Source: an optimization exercise on an open RTL-to-GDS flow (aim: small area). Production flows keep margins and buffers that such runs may drop.
No driver is modelled on the clock port, so clocking that relies on it looks cheaper here than on a real chip.
Power and IR drop assume default switching activity.

// color_tracker
module color_tracker #(
  parameter int SUM_BITS = 32  
) (
  input  logic        clk_pixel,
  input  logic        sys_rst,
  input  logic [15:0] pixel,
  input  logic [24:0] timing,
  input  logic [2:0]  channel_sel,
  input  logic [7:0]  lower_bound,
  input  logic [7:0]  upper_bound,
  input  logic [1:0]  bg_sel,
  input  logic [1:0]  target_sel,
  output logic [23:0] pixel_out,
  output logic [24:0] timing_out,
  output logic [10:0] x_com,
  output logic [9:0]  y_com,
  output logic        com_valid
);
  logic [15:0] pix_q1, pix_q2, pix_q3, pix_q4;
  logic [24:0] tim_q1, tim_q2, tim_q3, tim_q4, tim_q5;
  logic [3:0]  rst_hist;  
  logic [7:0]  luma, chroma, channel;
  logic        in_range;
  logic [15:0] bg_q;
  logic        mask_q;
  logic        sel_cb_q;  
  color_convert color_convert_i (
    .pixel  (pix_q4),
    .sel_cb (sel_cb_q),
    .luma   (luma),
    .chroma (chroma)
  );
  channel_threshold channel_threshold_i (
    .pixel       (pix_q4),
    .luma        (luma),
    .chroma      (chroma),
    .channel_sel (channel_sel),
    .lower_bound (lower_bound),
    .upper_bound (upper_bound),
    .channel     (channel),
    .in_range    (in_range)
  );
  always_ff @(posedge clk_pixel) begin
    pix_q1   <= pixel;
    pix_q2   <= pix_q1;
    pix_q3   <= pix_q2;
    pix_q4   <= pix_q3;
    tim_q1   <= timing;
    tim_q2   <= tim_q1;
    tim_q3   <= tim_q2;
    tim_q4   <= tim_q3;
    rst_hist <= {rst_hist[2:0], sys_rst};
    if (sys_rst || (rst_hist != '0)) tim_q5 <= '0;
    else tim_q5 <= tim_q4;
    mask_q   <= in_range;
    sel_cb_q <= channel_sel[1];  
    bg_q[15:8] <= pix_q4[15:8];
    if (bg_sel == 2'b00) bg_q[7:0] <= pix_q4[7:0];
    else if (bg_sel[1]) bg_q[7:0] <= luma;
    else bg_q[7:0] <= channel;
  end
  assign timing_out = tim_q5;
  com_accumulator com_accumulator_i (
    .clk_pixel (clk_pixel),
    .sys_rst   (sys_rst),
    .mark      (tim_q5[3] && mask_q),
  ...
clock: 6.7 ns
lec_check: 0
cap_margin: 20
core_margin: 2
core_utilization: 40
cts_buf_list: sky130_fd_sc_hd__clkbuf_8
cts_cluster_diameter: 80
cts_cluster_size: 20
place_density: 0.6
slew_margin: 20
synth_hierarchical: 1
standard.sh (not shown) runs the stock make flow with config.mk's settings and CLKGATE_MAP_FILE= SYNTH_SCRIPT=/design/flow/synth_recipe.tcl, a recipe that flattens the netlist after the stock synthesis.
==> flow/flow/run.sh <==
#!/bin/bash
# The standard layout (standard synthesis and ORFS flow), with two changes:
# the port buffers use the smallest buffer cell instead of the default pick,
# and after the post-placement repair and after clock tree synthesis, cells on
# paths with slack are downsized.
set -uo pipefail
export BUFFER_PORTS_ARGS="-buffer_cell sky130_fd_sc_hd__buf_1"
export POST_RESIZE_TCL="$PWD/flow/recover.tcl"
export POST_CTS_TCL="$PWD/flow/recover_cts.tcl"
bash standard.sh finish > standard_flow.log 2>&1
==> flow/flow/recover.tcl <==
# after global placement and its design repair: give back area on paths with
# timing slack by downsizing cells
puts "recover: area before [sta::format_area [rsz::design_area] 0]"
repair_timing -recover_power 100 -verbose
puts "recover: area after [sta::format_area [rsz::design_area] 0]"
==> flow/flow/recover_cts.tcl <==
# after clock tree synthesis and its timing repair: give back area on paths
# with timing slack by downsizing cells, then legalize the placement again
puts "recover: area before [sta::format_area [rsz::design_area] 0]"
estimate_parasitics -placement
repair_timing -recover_power 100 -verbose
detailed_placement
check_placement -verbose
puts "recover: area after [sta::format_area [rsz::design_area] 0]"
The starting point finished clean.
Edit:
- CTS_BUF_LIST: sky130_fd_sc_hd__clkbuf_8 -> sky130_fd_sc_hd__clkbuf_4 sky130_fd_sc_hd__clkbuf_8
- CTS_CLUSTER_DIAMETER: 80 -> 60
- CTS_CLUSTER_SIZE: 20 -> 12
Effect: Setup slack is worse by 0.016 ns; sequential share of layout area decreases by 0.82 points; die area stays the same; final cell count increases by 1.3%; wire length increases by about 0.9%; via count increases by 0.88%; clock power increases by 42%; global-route usage increases by 0.27 points; fmax barely changes; clock skew is about the same; worst hold slack hardly moves.
Edit:
- CTS_BUF_LIST: sky130_fd_sc_hd__clkbuf_4 sky130_fd_sc_hd__clkbuf_8 -> not set
- CTS_CLUSTER_DIAMETER: 60 -> 100
- CTS_CLUSTER_SIZE: 12 -> 30
After rerunning: Sequential share of layout area goes up by 0.50 points; cell count came out lower by 1.6%; clock skew is about the same; total power came out lower by 4.3%; sequential power is about the same.
Edit:
- CTS_BUF_LIST: not set -> sky130_fd_sc_hd__clkbuf_8
- CTS_CLUSTER_DIAMETER: 100 -> 50
- CTS_CLUSTER_SIZE: 30 -> 20
Outcome: Die area stays the same. Count of clock-buffer cells in the layout grows by 24. Clock power came out higher by 37%. Cell area climbs by 2.3%. Worst setup slack gets worse by 0.049 ns. Sequential share of layout area falls by 0.95 points. Routed wire length goes up by 1.4%. Via count rises by 1.9%. Final cell count is higher by 2.2%. Global-route usage increases by 0.51 points.
Edit:
- CTS_CLUSTER_DIAMETER: 50 -> 80
- CTS_CLUSTER_SIZE: 20 -> 16
- final area falls by 2.6%
- sequential power barely changes
- via count decreases by 1.2%
- clock power drops by 33%
- power is lower by 9.3%
- maximum frequency came out higher by 0.96%
- clock-buffer cell count falls by 14
- routed wire length falls by 0.46%
- die area stays the same
Edit:
==> flow/flow/run.sh (replaced) <==
#!/bin/bash
# The standard layout (standard synthesis and ORFS flow), with two changes:
# the port buffers use the smallest buffer cell instead of the default pick,
# and after the post-placement repair, cells on paths with slack are downsized.
set -uo pipefail
export BUFFER_PORTS_ARGS="-buffer_cell sky130_fd_sc_hd__buf_1"
export POST_RESIZE_TCL="$PWD/flow/recover.tcl"
bash standard.sh finish > standard_flow.log 2>&1
- CTS_BUF_LIST: sky130_fd_sc_hd__clkbuf_8 -> not set
- CTS_CLUSTER_DIAMETER: 80 -> 100
- CTS_CLUSTER_SIZE: 16 -> 30
removed: flow/flow/recover_cts.tcl
=> Final area increases slightly; routed wire length decreases slightly; maximum frequency decreases slightly; die area is unchanged; flip-flop and latch count does not change; setup slack got worse by 0.049 ns; non-clock buffer count does not change; combinational power barely changes; sequential share of layout area decreases by 0.26 points.
No functional check of the RTL was part of any run of this note.

-- afterwards: timing with drivers on the ports --
The flow's constraints put no driver on any port. The routed layouts listed below were extracted and timed again, unchanged, in two steps.
Step 1, drivers: a clkbuf_16 drives clk_pixel and a buf_2 each remaining input, both assumed.
Step 2 moves the port delays by t, midway between the first and last clock arrival at a register: inputs arrive t later, outputs are due t later. That takes back most of the time a late clock gives input paths.
a / b / c = no drivers / after step 1 / after step 2; a / b = the first two.
| run | shift t [ns] | setup slack, ns | clock arrival spread, ns | worst register clock-pin slew, ns |
|---|---|---|---|---|
| the first run | 0.607 | 0.380 / 0.380 / 0.380 | 0.024 / 0.023 | 0.12 / 0.12 |
| the second run | 0.601 | 0.364 / 0.364 / 0.364 | 0.025 / 0.025 | 0.09 / 0.09 |
| the third run | 0.542 | 0.384 / 0.384 / 0.384 | 0.024 / 0.025 | 0.12 / 0.12 |
| the fourth run | 0.589 | 0.336 / 0.336 / 0.336 | 0.042 / 0.043 | 0.11 / 0.11 |
| the fifth run | 0.623 | 0.396 / 0.396 / 0.396 | 0.041 / 0.041 | 0.11 / 0.11 |
| the sixth run | 0.542 | 0.347 / 0.347 / 0.347 | 0.025 / 0.025 | 0.11 / 0.11 |
After both steps every run listed still meets setup and hold.
